This design comes from an exercise in tuning for small area and few clock cycles per item on the open sky130 flow, not from production work. The RTL was checked by simulation tests, not by an equivalence proof against the original design.

==> flow/design.v (outline; a module is shown in full before it is edited, if it fits) <==
// module fp_mult_pipe: 1379 lines
module fp_mult_pipe #(
   parameter int EXP_W = 8,
   parameter int MAN_W = 23
) (
   input  logic                 clk,
   input  logic                 rst_n,
   input  logic                 in_valid,
   output logic                 in_ready,
   input  logic [EXP_W+MAN_W:0] x,
   input  logic [EXP_W+MAN_W:0] y,
   output logic                 out_valid,
   input  logic                 out_ready,
   output logic [EXP_W+MAN_W:0] result
   ,
   output logic [3:0]           flags
);
  // ...
==> flow/flow/run.sh <==
#!/bin/bash
# Layout flow: the standard ORFS flow, with Yosys's generic `abc -fast` pass
# skipped in synthesis (synth -noabc), so that the full adders written in the RTL
# reach extract_fa as written and keep one polarity through the adder tree.
# The technology mapping abc pass at the end of synthesis still runs.
set -euo pipefail
cd "$(dirname "$0")/.."
bash standard.sh synth SYNTH_ARGS=-noabc > synth.log 2>&1
bash standard.sh finish SYNTH_ARGS=-noabc > layout.log 2>&1
==> flow/standard.sh <==
#!/bin/bash
# synth_recipe.tcl (not shown) runs the flow's synth.tcl, then flattens the netlist and writes it again
# the make line also repeats each setting of config.mk as NAME=value (left out here)
make -C /OpenROAD-flow-scripts/flow DESIGN_CONFIG=/design/flow/config.mk WORK_HOME=/design/flow/orfs CLKGATE_MAP_FILE= SYNTH_SCRIPT=/design/flow/synth_recipe.tcl "${@:-finish}"
==> flow/config.mk <==
export PLATFORM = sky130hd
export DESIGN_NAME = fp_mult_pipe
export DESIGN_NICKNAME = fp_mult_pipe
export VERILOG_FILES = /design/flow/design.v
export SDC_FILE = /design/flow/constraint.sdc
export NUM_CORES = 4
export LEC_CHECK = 0
export CAP_MARGIN = 20
export CORE_MARGIN = 2
export CORE_UTILIZATION = 40
export GPL_TIMING_DRIVEN = 0
export SLEW_MARGIN = 20
==> flow/constraint.sdc <==
create_clock -name core_clock -period 7.5 [get_ports {clk}]
set_input_delay 1.5000 -clock core_clock [delete_from_list [all_inputs] [get_ports {clk}]]
set_output_delay 1.5000 -clock core_clock [all_outputs]
set_load 0.01 [all_outputs]
==> flow_metrics.tcl, run 1 <==
set metrics [dict create \
    critPathBufInv 4 \
    hold_path.class "reg2reg" \
    grt_pass1_wl_um 96600 \
    status "no timing/DRC/antenna violations" \
    ant_nets 0 \
    slowest_delay_ps 730 \
    n_tap_cell 539 \
    reg2reg_depth 2 \
    grt_use_met2_pct 46.2 \
    synth_most_common_cell "xnor2_1" \
    synth_top_family_by_area "adder cells" \
    grt_pass1_vias 16300 \
    met1_usage_pct 38.3 \
    clock_area_share_pct 0.908 \
    cts_setup_buffers 17 \
    drive_gt1_share_pct 15.8 \
    cts_tree "built" \
    fin_ws_ps 114 \
    finalHoldViolCount 0 \
    via_per_inst 6.14 \
    cp-start-kind "input pin" \
    ctsRootBufferMaster "clkbuf_16" \
    place_area_um2 18900 \
    grt-busiest-layer "met2" \
    sh_seq_area_pct 5.85 \
    crit_end "ph_q[14]$_DFFE_PP_" \
    min-delay-start "v_q$_DFFE_PN0P_" \
    nFillCells 4021 \
    diodes 0 \
    use_met3_pct 5.04 \
    ys_ff_latch 41 \
    yosysUniqueCellTypes 68 \
    wl_per_cell_um 24.1 \
    top_register "ph_q" \
    postLayoutCoreUtil_pct 49.7 \
    arrival_ps 7410 \
    h-tree-depth 2 \
    grt_usage_pct 28.3 \
    synth_edf_count 40 \
]
Testbench counts, summed over its fixed seeds: cycles 16,008, items 16,000.
==> inputs of run 2 (changes only) <==
--- a/flow/design.v
+++ b/flow/design.v
@@ -1326,30 +1326,21 @@
    assign inx   = ph_q[0] | st_q | (msb & ph_q[1]);
    always_comb begin
       ones[0] = 1'b1;
       for (int i = 1; i < SW; i++)
          ones[i] = ones[i-1] & man_n[i-1];
    end
    assign frac = man_n[MAN_W-1:0] ^ ({MAN_W{rnd}} & ones[MAN_W-1:0]);
    assign cry  = rnd & ones[SW-1] & man_n[SW-1];
-   logic [1:0] inc;
-   logic [2:0] ovf_k, unf_k;
-   logic [EXP_W-1:0] eo_k [3];
-   assign inc = {1'b0, msb} + {1'b0, cry};
-   always_comb begin
-      for (int k = 0; k < 3; k++) begin
-         ovf_k[k] = ({1'b0, e_q} + XW'(k)) >= EMAX + BIAS;
-         unf_k[k] = ({1'b0, e_q} + XW'(k)) <= BIAS;
-         eo_k[k]  = e_q[EXP_W-1:0] + EXP_W'(k) - BIAS[EXP_W-1:0];
-      end
-   end
-   assign ovf = ovf_k[inc];
-   assign unf = unf_k[inc];
-   assign e_o = eo_k[inc];
+   logic [XW-1:0] e_s;
+   assign e_s = {1'b0, e_q} + XW'(msb) + XW'(cry);
+   assign e_o = e_s[EXP_W-1:0] - BIAS[EXP_W-1:0];
+   assign ovf = (e_s >= EMAX + BIAS);
+   assign unf = (e_s <= BIAS);
    logic [W-1:0] r_d;
    logic [3:0]   f_d;
    always_comb begin
       r_d = {s_q, e_o, frac};
       f_d = {3'b000, inx};
       case (sc_q)
          2'b11: begin
             r_d = QNAN;
==> flow/flow/run.sh (replaced) <==
#!/bin/bash
# Layout flow: the standard ORFS flow, with Yosys's generic `abc -fast` pass
# skipped in synthesis (synth -noabc), so that the full adders written in the RTL
# reach extract_fa as written and keep one polarity through the adder tree, and
# with every port buffered by a buf_2 instead of the default clkdlybuf4s50_1.
set -euo pipefail
cd "$(dirname "$0")/.."
export BUFFER_PORTS_ARGS="-buffer_cell sky130_fd_sc_hd__buf_2"
bash standard.sh synth SYNTH_ARGS=-noabc > synth.log 2>&1
bash standard.sh finish SYNTH_ARGS=-noabc > layout.log 2>&1
==> flow/config.mk (replaced) <==
export PLATFORM = sky130hd
export DESIGN_NAME = fp_mult_pipe
export DESIGN_NICKNAME = fp_mult_pipe
export VERILOG_FILES = /design/flow/design.v
export SDC_FILE = /design/flow/constraint.sdc
export NUM_CORES = 4
export LEC_CHECK = 0
export CAP_MARGIN = 20
export CORE_MARGIN = 2
export CORE_UTILIZATION = 40
export CTS_BUF_LIST = sky130_fd_sc_hd__clkbuf_8
export GPL_TIMING_DRIVEN = 0
export SLEW_MARGIN = 20
==> run 2 against run 1 <==
Effect of this change:
- register-to-register slack hardly changed
- still clean on timing, DRC and antenna
- non-clock buffer count is 33 higher
- worst hold slack worse by 4.6 ps
- maximum frequency is 0.14% lower
- critical path type unchanged
- sequential cell count stayed put
- design area is 1.7% lower
==> flow_metrics.tcl, run 2 <==
set metrics [dict create \
    yosysWarnings 1 \
    die_h_um 207 \
    dr.pass1.iters 7 \
    grt_usage_pct 27.0 \
    path_depth 26 \
    arrival_ps 7450 \
    synth_flop_cell "edfxtp_1" \
    cp-start-kind "input pin" \
    hold_end "v_q$_DFFE_PN0P_" \
    top_register "ph_q" \
    grt_max_degree 35 \
    status "no timing/DRC/antenna violations" \
    fmax_mhz 135 \
    ant_nets 0 \
    reg2reg_depth 2 \
    port_buffers 103 \
    async_flop_share_pct 2.44 \
    dieArea_um2 43000 \
    crit_type "in2reg" \
    synth.largest_area_cell "fa_1" \
    drt_iter0_markers 1378 \
    finalHoldViolCount 0 \
    h-tree-depth 2 \
    final_cell_mix "247 x fa_1, 223 x xnor2_1, 189 x o22ai_1" \
    drive_gt1_share_pct 24.7 \
    ctsRootBufferMaster "clkbuf_8" \
    antenna_found_initial 0 \
    fin_nets 2465 \
    timing.final.crit_share_pct 98.6 \
    max_cap_violations 0 \
    cp-end-kind "register" \
    hold_path.class "reg2reg" \
    area_growth_syn_to_layout_pct 24.6 \
    start_util_pct 40.5 \
    wl_per_cell_um 23.3 \
    relSlewSlack_pct 19.1 \
    synth_edf_count 40 \
    skew_ps 17.3 \
    grt_pass1_wl_um 90400 \
    largestRegisters "ph_q: 26 flops, e_q: 9 flops, sc_q: 2 flops" \
    layout_commonest_cell "fa_1" \
    yosysUniqueCellTypes 71 \
    tightest_slew_ps 1210 \
    ys_top_cells_by_count "266 x xnor2_1, 258 x fa_1, 221 x o22ai_1, 110 x ha_1, 104 x clkbuf_1" \
    rrSetupSlack_ps 6280 \
    fin_cells 2563 \
    ios 106 \
    synth_area_per_cell_um2 8.99 \
    min_path_cells 2 \
    largest_reg_flops 26 \
    reg2reg_from "v_q$_DFFE_PN0P_" \
    r2r-end "ph_q[9]$_DFFE_PP_" \
    synth_area_leaders "fa_1 31%, xnor2_1 14%, o22ai_1 8.4%" \
    cp_common_cell "fa_1" \
    via_per_inst 6.01 \
    dp.final_hpwl_um 48900 \
    rsz0062_at_grt "yes" \
    crit_fanout 7 \
    clock_latency_ps 300 \
    cp_top_family "adder cells" \
    critPathBufInv 6 \
    rows 74 \
    drc 0 \
    slowest_stage "fa_1" \
    syn_inst 1838 \
    numCtsBuffers 5 \
    placed_cells 2474 \
    postLayoutCoreUtil_pct 50.4 \
    clk_pin_slew_ps 90 \
    cp.required_ps 7560 \
    synth_most_common_cell "xnor2_1" \
    place_congestion 1.00 \
    netlist_area_um2 16500 \
    yosysSeqAreaShare_pct 7.42 \
    slew_viol_final 0 \
    grt_overflow 0 \
    fin_tns_setup_ps 0 \
    clockBufferDepth 2 \
    synth_top_area_share_pct 31.3 \
    clock-sinks 41 \
    min-delay-start "v_q$_DFFE_PN0P_" \
    ys_ff_latch 41 \
    hold_buffers 0 \
    grt_pass1_vias 15800 \
    cts_tree "built" \
    die_x_um 207 \
    setup_viol 0 \
    drt_wl_total_um 59600 \
    slowest_delay_ps 590 \
    core_um2 40800 \
    dr_total_vias 15400 \
    fin_crit_ps 7400 \
]
## run 2: final cells by class
type | instances | area [µm²]
Tap cell | 532 | 666
Timing Repair Buffer | 202 | 1460
Sequential cell | 41 | 1230
Antenna cell | 1 | 2.50
Inverter | 98 | 419
Clock buffer | 5 | 68.8
Clock inverter | 3 | 43.8
Multi-Input combinational cell | 1560 | 15700
Fill cell | 3770 | 20200
Buffer | 121 | 1030
## run 2: stage by stage
step | instance area [µm²] | worst slack [ps] | hold WS (ps)
after floorplan | 16500 | 2.22 | 1200
after global placement | 17700 | -2380 | 1280
after detailed placement | 17800 | -2380 | 715
after global routing | 20600 | -18.3 | 764
after CTS | 19100 | 2.33 | 741
final | 20600 | 104 | 729
## run 2: cells by family after synthesis
group	count (synthesis)	share of synthesized area, %
AO/OA/AOI/OAI	516	19.4
adder cells (fa/ha/maj)	368	39.6
AND/OR/NAND/NOR	354	11.0
XOR/XNOR	305	16.2
buffers and inverters	237	5.44
flip-flops	41	7.42
multiplexers	17	1.07
## run 2: worst max path at each step
| stage | from | to | slack [ps] |
|---|---|---|---|
| global placement | y[1] | ph_q[24]$_DFFE_PP_ | -2380 |
| finish | y[5] | ph_q[24]$_DFFE_PP_ | 100 |
| floorplan | y[5] | ph_q[24]$_DFFE_PP_ | 2 |
| global route | y[5] | ph_q[22]$_DFFE_PP_ | -20 |
| CTS | y[9] | ph_q[24]$_DFFE_PP_ | 2 |
| detailed placement | y[1] | ph_q[24]$_DFFE_PP_ | -2380 |
## run 2: tightest hold or removal path, stage by stage, from the launching register on
cell and delay, ps:
dfrtp_1 370, nand2b_2 200, nand2b_1 130
## run 2: repair_timing
item,4_1_cts,5_1_grt
pin swaps,41,83
resized for setup,305,291
setup endpoints to repair,26,16
buffers inserted,42,56
## run 2: per-layer routing
| metal | track usage (%) | up-vias | part of all wire [%] |
|---|---|---|---|
| li1 | - | 6880 | - |
| met1 | 33.9 | 7695 | 40 |
| met2 | 46.7 | 643 | 48 |
| met3 | 2.36 | 177 | 6.5 |
| met4 | 13.3 | 0 | 5.8 |
| met5 | 0 | - | 0 |
Testbench counts of run 2, summed over its fixed seeds: cycles 16,008, items 16,000.
==> inputs of run 3 (changes only) <==
--- a/flow/config.mk
+++ b/flow/config.mk
@@ -6,4 +6,5 @@
 export NUM_CORES = 4
 export LEC_CHECK = 0
+export ABC_AREA = 1
 export CAP_MARGIN = 20
 export CORE_MARGIN = 2
==> run 3 against run 2 <==
Effect of this change:
- still clean on timing, DRC and antenna
- die area rose by 3.3%
- wire length rose by 3.2%
- critical path depth fell by 2
- setup slack better by 89 ps
- count of clock-buffer cells in the layout unchanged
- non-clock buffer count down 110
- via count grew 0.14%
- clock skew down 12 ps
- core utilization fell by 6.0 points
==> flow_metrics.tcl, run 3 <==
set metrics [dict create \
    placed_cells 2695 \
    reg2reg_depth 2 \
    synth_edf_count 40 \
    synth_area_per_cell_um2 8.33 \
    synth_top_area_share_pct 30.2 \
    hold_path.class "reg2reg" \
    drt_wl_total_um 61500 \
    fmax_mhz 137 \
    crit_fanout 11 \
    slew_viol_final 0 \
    drive_gt1_share_pct 11.6 \
    wl_per_cell_um 22.8 \
    start_util_pct 40.6 \
    place_area_um2 18300 \
    die_x_um 211 \
    grt_pass1_vias 15900 \
    largestRegisters "ph_q: 26 flops, e_q: 9 flops, sc_q: 2 flops" \
    via_per_inst 5.70 \
    arrival_ps 7360 \
    synth_area_leaders "fa_1 30%, xor2_1 13%, o22ai_1 9.6%" \
    cp-startpoint "y[5]" \
    rows 75 \
    numCtsBuffers 5 \
    ios 106 \
    grt_usage_pct 27.7 \
    cp.required_ps 7550 \
    fin_cells 2703 \
    status "no timing/DRC/antenna violations" \
    register_area_um2 1230 \
    final_cell_mix "263 x o22ai_1, 258 x fa_1, 255 x xor2_1" \
    cts_tree "built" \
    multiInputGateArea_um2 14500 \
    finalHoldViolCount 0 \
    ys_top_cells_by_count "263 x o22ai_1, 258 x fa_1, 255 x xor2_1, 250 x inv_1, 207 x nand2_1" \
    tightest_slew_ps 1090 \
    dr.pass1.iters 5 \
    yosysSeqAreaShare_pct 7.18 \
    grt_pass1_wl_um 92200 \
    synth.largest_area_cell "fa_1" \
    clock_latency_ps 310 \
    cp-start-kind "input pin" \
    largest_reg_flops 26 \
    top_register "ph_q" \
    dp.final_hpwl_um 53900 \
    grt_max_degree 25 \
    fin_tns_setup_ps 0 \
    final_area_um2 18700 \
    dieArea_um2 44400 \
    netlist_area_um2 17100 \
    ctsRootBufferMaster "clkbuf_8" \
    crit_end "ph_q[24]$_DFFE_PP_" \
    cp-end-kind "register" \
    area_growth_syn_to_layout_pct 9.38 \
    ant_nets 0 \
    place_congestion 1.02 \
    postLayoutCoreUtil_pct 44.4 \
    yosysWarnings 1 \
    setup_viol 0 \
    synth_flop_cell "edfxtp_1" \
    layout_commonest_cell "o22ai_1" \
    clockBufferDepth 2 \
    h-tree-depth 2 \
    fin_crit_ps 7310 \
    relSlewSlack_pct 27.4 \
    r2r-end "ph_q[7]$_DFFE_PP_" \
    hold_buffers 0 \
    diodes 0 \
    reg2reg_from "v_q$_DFFE_PN0P_" \
    rrSetupSlack_ps 6180 \
    fin_nets 2599 \
    post-place-ws_ps -829 \
    clock-sinks 41 \
    synth_most_common_cell "o22ai_1" \
    timing.final.crit_share_pct 97.4 \
    antenna_found_initial 1 \
    ys_ff_latch 41 \
    grt_overflow 0 \
    syn_inst 2051 \
    crit_type "in2reg" \
    die_h_um 211 \
    fin_ws_ps 193 \
    drt_iter0_markers 1169 \
    dr_total_vias 15400 \
    nFillCells 4284 \
    max_cap_violations 0 \
    port_buffers 104 \
    yosysUniqueCellTypes 52 \
    core_um2 42000 \
    skew_ps 4.84 \
    hold_slack_ps 839 \
    async_flop_share_pct 2.44 \
    drc 0 \
    rsz0062_at_grt "yes" \
    clk_pin_slew_ps 80 \
]
[run 3: cell count changes in the layout (fill, tap and decap cells not counted), sizes merged, moves of 10 or more]
cell	change
o22ai	+42
nand2	+127
xnor2	-203
nand2b	-37
a22o	-21
xor2	+216
inv	+157
a21o	-10
nor2	+54
buf	-116
nor2b	-15
nor3b	-10
[run 3: worst min path at each step]
stage                            endpoint  slack (ps)  cells past startpoint       startpoint
after floorplan           v_q$_DFFE_PN0P_        1200                      0            rst_n
after global placement    v_q$_DFFE_PN0P_        1270                      1            rst_n
after detailed placement  v_q$_DFFE_PN0P_         850                      2  v_q$_DFFE_PN0P_
after CTS                 v_q$_DFFE_PN0P_         870                      2  v_q$_DFFE_PN0P_
after global routing      v_q$_DFFE_PN0P_         900                      2  v_q$_DFFE_PN0P_
final                     v_q$_DFFE_PN0P_         840                      2  v_q$_DFFE_PN0P_
[run 3: critical path: stages]
cell and delay [ps]:
buf_2 190, ha_1 260, nor2_4 190, buf_6 240, inv_1 170, nand2_1 100, o21ai_1 110, fa_1 550
fa_1 550, inv_1 60, fa_1 540, inv_1 90, fa_1 440, fa_1 480, ha_1 370, a21oi_1 180
inv_1 70, a31oi_1 260, o21ai_0 120, a31oi_1 190, nand3_1 250, nand2_1 130, o2111ai_1 120, xor2_1 170
[run 3: layer usage]
layer	track usage [%]	vias up	wire length (µm)
met5	0	-	13
met4	13.6	2	3520
met3	4.28	135	4350
met2	45.9	648	27800
met1	35.5	7463	25800
li1	-	7168	-
[run 3: what timing repair did]
action	CTS	global route
pin swaps	0	2
setup endpoints to repair	18	18
gates resized for setup	36	96
hold endpoints to repair	0	0
setup buffers	3	5
[run 3: kinds of logic after synthesis]
| logic type | Yosys count | share of synthesized area, % |
|---|---|---|
| flops | 41 | 7.18 |
| compound gates | 501 | 17.6 |
| simple gates | 455 | 12.1 |
| buf+inv | 365 | 8.35 |
| xor+xnor | 318 | 16.3 |
| fa+ha+maj | 368 | 38.3 |
| mux | 3 | 0.176 |
[run 3: layout make-up]
| cell class | instances | share of cell area [%] |
|---|---|---|
| Multi-Input combinational cell | 1645 | 77.8 |
| Timing Repair Buffer | 113 | 3.26 |
| Inverter | 257 | 5.20 |
| Clock buffer | 5 | 0.368 |
| Buffer | 100 | 2.95 |
| Clock inverter | 3 | 0.248 |
| Tap cell | 539 | 3.61 |
| Sequential cell | 41 | 6.56 |
==> inputs of run 4 (changes only) <==
--- a/flow/flow/run.sh
+++ b/flow/flow/run.sh
@@ -7,4 +7,5 @@
 cd "$(dirname "$0")/.."
 export BUFFER_PORTS_ARGS="-buffer_cell sky130_fd_sc_hd__buf_2"
+export REMOVE_ABC_BUFFERS=1
 bash standard.sh synth SYNTH_ARGS=-noabc > synth.log 2>&1
 bash standard.sh finish SYNTH_ARGS=-noabc > layout.log 2>&1
==> run 4 against run 3 <==
Effect of this change:
- still clean
- clock skew up 3.5 ps
- sequential share of layout area about the same
- die area unchanged
==> flow_metrics.tcl, run 4 <==
set metrics [dict create \
    status "no timing/DRC/antenna violations" \
    h-tree-depth 2 \
    ys_ff_latch 41 \
    crit_type "in2reg" \
    arrival_ps 7320 \
    largestRegisters "ph_q: 26 flops, e_q: 9 flops, sc_q: 2 flops" \
    skew_ps 8.39 \
    final_area_um2 18700 \
    rows 75 \
    timing.final.crit_share_pct 97.1 \
    clock-sinks 41 \
    syn_inst 2051 \
    place_area_um2 18200 \
    grt_pass1_wl_um 89800 \
    clock_latency_ps 300 \
    drt_wl_total_um 59900 \
    dieArea_um2 44400 \
    ios 106 \
    cp-start-kind "input pin" \
    min_path_cells 2 \
    layout_commonest_cell "o22ai_1" \
    numCtsBuffers 5 \
    hold_slack_ps 859 \
    yosysWarnings 1 \
    die_x_um 211 \
    relSlewSlack_pct 35.5 \
    drt_iter0_markers 1587 \
    core_um2 42000 \
    synth.largest_area_cell "fa_1" \
    fmax_mhz 137 \
    synth_area_per_cell_um2 8.33 \
    cp.required_ps 7540 \
    wl_per_cell_um 22.6 \
    cp-end-kind "register" \
    crit_fanout 11 \
    max_cap_violations 0 \
    start_util_pct 40.6 \
    synth_most_common_cell "o22ai_1" \
    grt_usage_pct 26.3 \
    rsz0062_at_grt "no" \
    synth_area_leaders "fa_1 30%, xor2_1 13%, o22ai_1 9.6%" \
    ys_top_cells_by_count "263 x o22ai_1, 258 x fa_1, 255 x xor2_1, 250 x inv_1, 207 x nand2_1" \
    slew_viol_final 0 \
    top_register "ph_q" \
    grt_max_degree 33 \
    async_flop_share_pct 2.44 \
    antenna_found_initial 1 \
    yosysSeqAreaShare_pct 7.18 \
    largest_reg_flops 26 \
    reg2reg_depth 2 \
    grt_overflow 0 \
    die_h_um 211 \
    tightest_slew_ps 967 \
    port_buffers 105 \
    clk_pin_slew_ps 80 \
    hold_path.class "reg2reg" \
    nFillCells 4190 \
    fin_crit_ps 7280 \
    yosysUniqueCellTypes 52 \
    diodes 0 \
    final_cell_mix "263 x o22ai_1, 258 x fa_1, 255 x xor2_1" \
    drive_gt1_share_pct 12.2 \
    area_growth_syn_to_layout_pct 9.39 \
    clockBufferDepth 2 \
    grt_pass1_vias 15500 \
    dp.final_hpwl_um 47900 \
    netlist_area_um2 17100 \
    ant_nets 0 \
    synth_top_area_share_pct 30.2 \
    drc 0 \
    finalHoldViolCount 0 \
    via_per_inst 5.90 \
    place_congestion 0.975 \
    synth_edf_count 40 \
    dr_total_vias 15600 \
    cts_tree "built" \
    synth_flop_cell "edfxtp_1" \
    dr.pass1.iters 5 \
    fin_nets 2540 \
    setup_viol 0 \
    ctsRootBufferMaster "clkbuf_8" \
]
[run 4: cell counts after synthesis]
Identical to the previous run, type by type.
[run 4: logic make-up after synthesis]
| logic type | after synthesis | share of synthesized area, % |
|---|---|---|
| XOR/XNOR | 318 | 16.3 |
| adder cells (fa/ha/maj) | 368 | 38.3 |
| buffers and inverters | 365 | 8.35 |
| multiplexers | 3 | 0.176 |
| flip-flops | 41 | 7.18 |
| AND/OR/NAND/NOR | 455 | 12.1 |
| AO/OA/AOI/OAI | 501 | 17.6 |
[run 4: metrics by stage]
step           utilization [%]  setup TNS [ps]  std cells  worst slack [ps]
3_3_place_gp              42.4          -57780       2587             -2630
5_1_grt                   44.4               0       2644             0.501
4_1_cts                   43.6               0       2611              11.6
6_report                  44.4               0       2644               219
3_5_place_dp              43.2          -22100       2598             -1180
2_1_floorplan                -           -4700       1943              -451
[run 4: final timing paths]
| path | startpoint | end | slack [ps] |
|---|---|---|---|
| max in group asynchronous | rst_n | v_q$_DFFE_PN0P_ | 6460 |
| max reg2reg | v_q$_DFFE_PN0P_ | ph_q[4]$_DFFE_PP_ | 6160 |
| min reg2reg | v_q$_DFFE_PN0P_ | v_q$_DFFE_PN0P_ | 860 |
| min in group asynchronous | rst_n | v_q$_DFFE_PN0P_ | 950 |
| min | v_q$_DFFE_PN0P_ | v_q$_DFFE_PN0P_ | 860 |
| max | y[3] | ph_q[8]$_DFFE_PP_ | 220 |
[run 4: routing by layer]
metal | vias up | GRT usage (%) | share of wire [%] | routed length [µm]
met3 | 148 | 5.55 | 10 | 5960
met2 | 855 | 40.5 | 43 | 25500
li1 | 7067 | - | - | -
met4 | 0 | 10.2 | 4.9 | 2930
met5 | - | 0 | 0 | 0
met1 | 7530 | 36.3 | 43 | 25500
[run 4: layout make-up]
type / count / area [µm²] / share of cell area (%)
timing repair buffer: 143 / 1030 / 5.49
timing repair inverter: 11 / 65.1 / 0.348
tap: 539 / 674 / 3.61
sequential: 41 / 1230 / 6.56
clock buffer: 5 / 68.8 / 0.368
inverter: 257 / 1020 / 5.44
multi-input combinational: 1645 / 14600 / 78.1
clock inverter: 3 / 17.5 / 0.0938
[run 4: worst max-delay path, stage by stage]
cell and delay (ps):
buf_2 130, ha_1 480, clkinvlp_2 680, o22ai_1 420
fa_1 480, fa_1 500, fa_1 410, fa_1 560
ha_1 370, a21oi_1 270, inv_1 60, a21oi_1 160
a21boi_0 240, o21ai_0 210, a21oi_1 260, inv_1 60
a21oi_1 200, o21ai_0 150, xor2_1 170
[run 4: what timing repair did]
item	4_1_cts	5_1_grt
endpoints found under the hold margin	0	0
gates resized for setup	10	37
hold buffers	0	0
buffers inserted	4	23
endpoints found under the setup margin	37	28
pin swaps	0	5
gates cloned	1	10

[what the ideal ports hide]
In the flow no input, the clock included, has a driving cell. The finished layouts below were timed again as built, in two steps. Step 1: set_driving_cell puts a clkbuf_16 on clk and a buf_2 on each other input, an assumption about the parent block. Step 2 moves the port delays by t, midway between the first and last clock arrival at a register: inputs arrive t later, outputs are due t later. That takes back most of the time a late clock gives input paths. Three values: ideal, step 1, step 2; two values: the first two.
| run | t, ns | slack for setup (ns) | worst setup path at the end |
|---|---|---|---|
| run 1 | 0.320 | 0.114 / 0.126 / -0.194 | input to register |
| run 2 | 0.333 | 0.104 / 0.103 / -0.230 | input to register |
| run 3 | 0.339 | 0.193 / 0.208 / -0.130 | input to register |
| run 4 | 0.328 | 0.219 / 0.225 / -0.102 | input to register |
Met with ideal ports but missed after step 2: setup timing in every run listed. The setup slack of run 2, which loses most, moves by -0.001 ns with the drivers and by -0.334 ns with both steps.
